Background: an optimization exercise with open tools, aiming at small area, a short achievable clock period and few clock cycles. Do not read the settings as production practice. In this exercise RTL edits were held to simulation tests only and were not proved equivalent to the original. No activity file was given, so power comes from the tool's default toggle rates.

==> flow/design.v <==
package l2lh_pkg;
    localparam int BUCKETS_DEF = 32;    
    localparam int LAT_W       = 32;    
    localparam int PCT_W       = 7;     
    localparam int SUM_W       = 64;    
    localparam int BOUND_W     = 33;    
    localparam int RANK_SCALE  = 100;   
    localparam int SCALE_W     = 7;     
endpackage
module log2_latency_histogram_top #(
    parameter int BUCKETS = l2lh_pkg::BUCKETS_DEF
) (
    input  logic                         i_clk,
    input  logic                         i_rst_n,
    input  logic                         i_cfg_valid,
    output logic                         o_cfg_ready,
    input  logic                         i_cfg_enable,
    input  logic                         i_in_valid,
    output logic                         o_in_ready,
    input  logic                         i_action,
    input  logic [l2lh_pkg::LAT_W-1:0]   i_latency_ms,
    input  logic [l2lh_pkg::PCT_W-1:0]   i_percentile,
    output logic                         o_out_valid,
    input  logic                         i_out_ready,
    output logic [l2lh_pkg::LAT_W-1:0]   o_sample_count,
    output logic [l2lh_pkg::LAT_W-1:0]   o_mean_ms,
    output logic [l2lh_pkg::BOUND_W-1:0] o_percentile_bound_ms,
    output logic [l2lh_pkg::LAT_W-1:0]   o_max_ms
);
    localparam int LAT_W   = l2lh_pkg::LAT_W;
    localparam int PCT_W   = l2lh_pkg::PCT_W;
    localparam int SUM_W   = l2lh_pkg::SUM_W;
    localparam int BOUND_W = l2lh_pkg::BOUND_W;
    localparam int IDX_W   = (BUCKETS > 1) ? $clog2(BUCKETS) : 1;
    localparam int X_W     = LAT_W + PCT_W;
    localparam int SEEN_W  = LAT_W + IDX_W + l2lh_pkg::SCALE_W;
    localparam int CNT_W   = $clog2(LAT_W);
    typedef enum logic [3:0] {
        S_IDLE,
        S_REC_LOG,
        S_REC_RD,
        S_REC_WR,
        S_Q_MUL,
        S_Q_RD,
        S_Q_SCALE,
        S_Q_ACC,
        S_Q_CHK,
        S_Q_DIV,
        S_DONE
    } t_state;
    t_state                  r_state;
    logic                    r_enable;
    logic [LAT_W-1:0]        r_samples;
    logic [SUM_W-1:0]        r_sum;
    logic [LAT_W-1:0]        r_peak;
    logic [BUCKETS-1:0]      r_bvalid;
    logic [LAT_W-1:0]        r_mem [BUCKETS];
    logic [LAT_W-1:0]        r_rdata;
    logic                    r_rvalid;
    logic [IDX_W-1:0]        r_idx;
    logic [LAT_W-1:0]        r_work;
    logic [PCT_W-1:0]        r_pct;
    logic [X_W-1:0]          r_x;
    logic [SEEN_W-1:0]       r_b100;
    logic [SEEN_W-1:0]       r_seen100;
    logic                    r_sat;
    logic [LAT_W-1:0]        r_rem;
    logic [LAT_W-1:0]        r_dlo;
    logic [CNT_W-1:0]        r_cnt;
    logic [BOUND_W-1:0]      r_bound;
    logic                    r_out_valid;
    logic [LAT_W-1:0]        r_o_count;
    logic [LAT_W-1:0]        r_o_mean;
    logic [BOUND_W-1:0]      r_o_bound;
    logic [LAT_W-1:0]        r_o_max;
    logic                    w_in_acc;
    logic [LAT_W-1:0]        w_bucket;
    logic [LAT_W:0]          w_rem_sh;
    logic [LAT_W:0]          w_diff;
    logic                    w_ge;
    logic [BOUND_W-1:0]      w_step_bound;
    logic                    w_hit;
    logic                    w_last;
    logic                    w_out_free;
    logic                    w_out_load;
    assign o_cfg_ready = 1'b1;
    assign o_in_ready  = (r_state == S_IDLE);
    assign w_in_acc    = i_in_valid && o_in_ready;
    assign w_bucket = r_rvalid ? r_rdata : '0;
    assign w_rem_sh = {r_rem, r_dlo[LAT_W-1]};
    assign w_diff   = w_rem_sh - {1'b0, r_samples};
    assign w_ge     = (w_rem_sh >= {1'b0, r_samples});
    always_comb begin
        if (32'(r_idx) >= 32'(LAT_W - 1)) begin
            w_step_bound = BOUND_W'(1) << LAT_W;
        end else begin
            w_step_bound = BOUND_W'(1) << (32'(r_idx) + 32'd1);
        end
    end
    assign w_hit  = (r_seen100 >= SEEN_W'(r_x)) && (r_seen100 != '0);
    assign w_last = (r_idx == IDX_W'(BUCKETS - 1));
    assign w_out_free = !r_out_valid || i_out_ready;
    assign w_out_load = (r_state == S_DONE) && w_out_free;
    always_ff @(posedge i_clk) begin
        if (r_state == S_REC_WR) begin
            r_mem[r_idx] <= w_bucket + LAT_W'(1);
        end
        r_rdata <= r_mem[r_idx];
    end
    always_ff @(posedge i_clk) begin
        if (!i_rst_n) begin
            r_state     <= S_IDLE;
            r_enable    <= 1'b0;
            r_samples   <= '0;
            r_sum       <= '0;
            r_peak      <= '0;
            r_bvalid    <= '0;
            r_rvalid    <= 1'b0;
            r_out_valid <= 1'b0;
        end else begin
            r_rvalid <= r_bvalid[r_idx];
            if (i_cfg_valid) begin
                r_enable <= i_cfg_enable;
            end
            if (w_out_load) begin
                r_out_valid <= 1'b1;
            end else if (r_out_valid && i_out_ready) begin
                r_out_valid <= 1'b0;
            end
            unique case (r_state)
                S_IDLE: begin
                    if (w_in_acc) begin
                        r_idx <= '0;
                        if (i_action == 1'b0) begin
                            if (r_enable) begin
                                r_samples <= r_samples + LAT_W'(1);
                                r_sum     <= r_sum + SUM_W'(i_latency_ms);
                                if (i_latency_ms > r_peak) begin
                                    r_peak <= i_latency_ms;
                                end
                                r_work  <= i_latency_ms;
                                r_state <= S_REC_LOG;
                            end
                        end else begin
                            r_pct   <= i_percentile;
                            r_sat   <= (r_sum[SUM_W-1:LAT_W] >= r_samples);
                            r_rem   <= r_sum[SUM_W-1:LAT_W];
                            r_dlo   <= r_sum[LAT_W-1:0];
                            r_cnt   <= '0;
                            r_bound <= '0;
                            if (r_samples == '0) begin
                                r_state <= S_DONE;
                            end else begin
                                r_state <= S_Q_MUL;
                            end
                        end
                    end
                end
                S_REC_LOG: begin
                    if ((r_work > LAT_W'(1)) && !w_last) begin
                        r_work <= r_work >> 1;
                        r_idx  <= r_idx + IDX_W'(1);
                    end else begin
                        r_state <= S_REC_RD;
                    end
                end
                S_REC_RD: begin
                    r_state <= S_REC_WR;
                end
                S_REC_WR: begin
                    r_bvalid[r_idx] <= 1'b1;
                    r_state         <= S_IDLE;
                end
                S_Q_MUL: begin
                    r_x       <= X_W'(r_samples) * X_W'(r_pct);
                    r_seen100 <= '0;
                    r_idx     <= '0;
                    r_state   <= S_Q_RD;
                end
                S_Q_RD: begin
                    r_state <= S_Q_SCALE;
                end
                S_Q_SCALE: begin
                    r_b100  <= SEEN_W'(w_bucket) * SEEN_W'(l2lh_pkg::RANK_SCALE);
                    r_state <= S_Q_ACC;
                end
                S_Q_ACC: begin
                    r_seen100 <= r_seen100 + r_b100;
                    r_state   <= S_Q_CHK;
                end
                S_Q_CHK: begin
                    if (w_hit || w_last) begin
                        r_bound <= w_hit ? w_step_bound : BOUND_W'(r_peak);
                        r_state <= r_sat ? S_DONE : S_Q_DIV;
                    end else begin
                        r_idx   <= r_idx + IDX_W'(1);
                        r_state <= S_Q_RD;
                    end
                end
                S_Q_DIV: begin
                    r_rem <= w_ge ? w_diff[LAT_W-1:0] : w_rem_sh[LAT_W-1:0];
                    r_dlo <= {r_dlo[LAT_W-2:0], w_ge};
                    r_cnt <= r_cnt + CNT_W'(1);
                    if (r_cnt == CNT_W'(LAT_W - 1)) begin
                        r_state <= S_DONE;
                    end
                end
                S_DONE: begin
                    if (w_out_free) begin
                        r_o_count   <= r_samples;
                        r_o_max     <= r_peak;
                        r_o_bound   <= r_bound;
                        if (r_samples == '0) begin
                            r_o_mean <= '0;
                        end else if (r_sat) begin
                            r_o_mean <= '1;
                        end else begin
                            r_o_mean <= r_dlo;
                        end
                        r_state <= S_IDLE;
                    end
                end
                default: begin
                    r_state <= S_IDLE;
                end
            endcase
        end
    end
    assign o_out_valid           = r_out_valid;
    assign o_sample_count        = r_o_count;
    assign o_mean_ms             = r_o_mean;
    assign o_percentile_bound_ms = r_o_bound;
    assign o_max_ms              = r_o_max;
endmodule
==> flow/run.sh <==
#!/bin/bash
# synth_recipe.tcl (not shown) runs the flow's synth.tcl, then flattens the netlist and writes it again
# the make line also repeats each setting of config.mk as NAME=value (left out here)
make -C /OpenROAD-flow-scripts/flow DESIGN_CONFIG=/design/flow/config.mk WORK_HOME=/design/flow/orfs CLKGATE_MAP_FILE= SYNTH_SCRIPT=/design/flow/synth_recipe.tcl finish
==> flow/config.mk <==
export PLATFORM = sky130hd
export DESIGN_NAME = log2_latency_histogram_top
export DESIGN_NICKNAME = log2_latency_histogram_top
export VERILOG_FILES = /design/flow/design.v
export SDC_FILE = /design/flow/constraint.sdc
export NUM_CORES = 4
export LEC_CHECK = 0
export CAP_MARGIN = 20
export CORE_MARGIN = 2
export CORE_UTILIZATION = 40
export SLEW_MARGIN = 20
==> flow/constraint.sdc <==
create_clock -name core_clock -period 8.0 [get_ports {i_clk}]
set_input_delay 1.6000 -clock core_clock [delete_from_list [all_inputs] [get_ports {i_clk}]]
set_output_delay 1.6000 -clock core_clock [all_outputs]
set_load 0.01 [all_outputs]
==> run summary <==
==> layout make-up <==
type | count | area, um^2
fill | 17400 | 107000
sequential | 1616 | 46500
multi-input combinational | 3530 | 30800
clock buffer | 218 | 4490
tap | 2640 | 3300
timing repair buffer | 280 | 2630
inverter | 411 | 1550
clock inverter | 90 | 953
antenna | 2 | 5.00
==> state kept, by name, indices dropped and copies added, names as in the netlist, 31 cells and up <==
register   count
r_work        31
r_o_bound     33
r_o_mean      32
r_o_max       32
r_sum         64
r_dlo         32
r_bvalid      32
r_x           39
r_bound       33
r_seen100     42
r_rem         32
r_o_count     32
r_b100        37
r_rdata       32
r_peak        32
r_samples     32
r_mem       1024
==> path summary, 6_finish.rpt <==
| path | cells past startpoint | end | startpoint | slack (ns) |
|---|---|---|---|---|
| setup / recovery | 18 | r_x[37] | r_pct[6] | 1.54 |
| hold / removal | 0 | r_o_bound[31] | r_bound[31] | 0.41 |
| setup reg to reg | 18 | r_x[37] | r_pct[6] | 1.54 |
| hold reg to reg | 0 | r_o_bound[31] | r_bound[31] | 0.41 |
==> layout by cell type (no fill, tap or decap), types with 84 or more instances in the layout <==
cell type,Yosys,layout
dfxtp_1,199,199
buf_4,2,95
clkbuf_16,0,167
mux4_2,264,264
nand4_1,84,84
clkdlybuf4s50_1,0,175
inv_1,411,410
and2_1,204,203
nand2_1,437,437
o21ai_0,174,174
xnor2_1,158,132
a21oi_1,238,238
edfxtp_1,1417,1417
ha_1,370,370
fa_1,179,179
nor2_1,380,342
nand3_1,147,145
a21o_1,97,97
a22oi_1,130,130
==> logic make-up after synthesis <==
| logic type | count (synthesis) | synth area share [%] |
|---|---|---|
| AOI/OAI and AO/OA | 912 | 7.60 |
| xor gates and xnor gates | 220 | 2.43 |
| adders and majority gates | 549 | 10.4 |
| buffers and inverters | 666 | 3.20 |
| DFF | 1616 | 58.8 |
| muxes | 324 | 8.32 |
| other | 1 | 0.00474 |
| and+or+nand+nor | 1524 | 9.28 |
==> routing by layer <==
metal / global-route usage [%] / vias up / part of all wire, %
met5: 0 / - / 0
met4: 5.30 / 0 / 2.3
met3: 2.89 / 289 / 5.7
met2: 33.6 / 1465 / 48
met1: 28.3 / 24900 / 44
li1: - / 22000 / -
==> through the flow <==
| stage | utilization, % | power [mW] | std cells |
|---|---|---|---|
| 4_1_cts | 45.7 | 20.8 | 8779 |
| 2_1_floorplan | - | 12.1 | 5812 |
| 6_report | 45.8 | 20.7 | 8787 |
| 3_3_place_gp | 42.9 | 13.1 | 8470 |
| 5_1_grt | 45.8 | 21.4 | 8785 |
| 3_5_place_dp | 43.0 | 13.1 | 8471 |
==> worst register-to-register path: stages (launching register included) <==
cell	delay, ns
edfxtp_1	1.10
and2_1	0.28
fa_1	0.44
fa_1	0.53
fa_1	0.56
inv_1	0.06
fa_1	0.53
inv_1	0.04
ha_1	0.36
and4_1	0.21
a2111oi_0	0.41
o31a_1	0.18
o211ai_1	0.14
o21ai_0	0.34
a31oi_1	0.23
a211oi_1	0.39
o21bai_1	0.11
a21oi_1	0.19
xnor2_1	0.08
==> where the power goes <==
group | internal [mW] | total [mW] | switching, mW | leakage, nW
logic | 1.37 | 3.33 | 1.96 | 15.9
registers | 9.38 | 9.61 | 0.238 | 16.3
clock network | 4.36 | 7.73 | 3.37 | 2.65
total | 15.1 | 20.7 | 5.57 | 34.8
==> results.ini <==
[status]
status=complete, no violations

[setup_path]
cp.arrival_ns=6.98
cp-start-kind=flop
path_max_fanout=32
crit_chain=and2_1, fa_1, fa_1, fa_1, inv_1, fa_1, inv_1, ha_1, and4_1, a2111oi_0, o31a_1, o211ai_1, o21ai_0, a31oi_1, a211oi_1, o21bai_1, a21oi_1, xnor2_1
endpoint_kind=flop
cpMaxStageDelayCell=edfxtp_1
max_stage_delay_ns=1.10
cp_num_buf_inv=2
cp_data_required_time_ns=8.53
critPathMostFrequentCell=fa_1
critPathTopFamily=adder cells
crit_type=reg -> reg

[yosys]
synth_area_per_cell_um2=13.6
synth_cell_types=93
synth_seq_cells=1616
synth_top_area_cell=edfxtp_1
yosysSeqAreaShare_pct=58.8
netlist_area_um2=79200
async_flop_share_pct=0
yosysMostFrequentCell=edfxtp_1
synth_fp_nets=6407
synthTopCellsByArea=edfxtp_1 (54%), mux4_2 (7.5%), ha_1 (5.8%)
synth_edf_count=1417
netlist_instances=5812
yosys-top-cells-count=edfxtp_1 (1417), nand2_1 (437), inv_1 (411)
synth_top_area_share_pct=53.8
ys.flop_type=edfxtp_1
synth_warnings=1

[detailed_routing]
viasPerCell=5.54
firstDrtPassIters=5
ant_nets=0
vias=48700
post-route-drc-count=0
avgRoutedWirePerCell_um=23.7
drt_wl_total_um=208000
drt_iter0_drc=4436

[die]
dieHeight_um=449
core_area_um2=197000
die_area_um2=201000
start_util_pct=40.2
boundaryPins=178
rows=163
die-width_um=449

[grt]
antenna_found_initial=2
grtUsageTotal_pct=20.4
grt_overflow=0
grt_pass1_vias=47500
grt_start_max_net_pins=131
grt_pass1_wl_um=310000

[clocking]
clk_path_buf_depth=3
postCtsResizedCells=0
cts_tree=built
postCtsSetupBuffers=0
cts_hold_buf=0
cts_buffers=164
cts_num_sinks=1616
clk_pin_slew_worst_paths_ns=0.06
root_buffer=clkbuf_16
clock_latency_ns=0.83
cts_htree_levels=4

[sta]
finalCriticalPeriod_ns=6.46
drv_slew=0
grt_setup_unrepaired=false
clock_skew_ns=0.0621
whs_ns=0.415
fin_setup_tns_ns=0
fin_crit_sh_pct=80.7
setup_slack_ns=1.54
hold_viol_final=0
setup_violations=0
tightest_slew_ns=1.16
max_freq_mhz=155
relSlewSlack_pct=22.2

[layout]
design_area_um2=90300
area_growth_pct=14.1
drive_above_1_share_pct=12.4
fin_nets=6598

[place]
place_ws_ns=1.57
dp_hpwl_um=128000
gp_congestion=0.868
placed_cell_area_um2=84600
io_buffers=176

[min_path]
hold_path.class=reg -> reg

[pwr]
pwr_density_cell_nw_per_um2=229
leakage_nw=34.8
ir_drop_v=0.000233

[flow_run]
max_cap_viol_count=0

Testbench counts, summed over its fixed seeds: cycles 127,704.

-- afterwards: timing with drivers on the ports --
No port has a modelled driver above. Below, the same layout with a new extraction and two added sets of constraints.
Step 1 (the two cells are an assumption about what drives the block):
set clk [get_ports {i_clk}]
set_driving_cell -lib_cell sky130_fd_sc_hd__clkbuf_16 $clk
set_driving_cell -lib_cell sky130_fd_sc_hd__buf_2 [delete_from_list [all_inputs] $clk]
Step 2, shift: input delay + t, output delay - t, t = (earliest + latest rising clock arrival at the registers) / 2. This alone moves slack from input paths to output paths.
a / b / c = no drivers / after step 1 / after step 2; a / b = the first two.
shift t [ns]: 0.879
setup WS [ns]: 1.545 / 1.545 / 1.545
clock arrival spread, ns: 0.064 / 0.064
slew at the worst register clock pin (ns): 0.07 / 0.07
worst data-port slew with drivers (ns): 0.10
After both steps setup and hold are still met in this run. For this run, drivers alone change the setup slack by 0.000 ns; drivers and shift together by 0.000 ns.
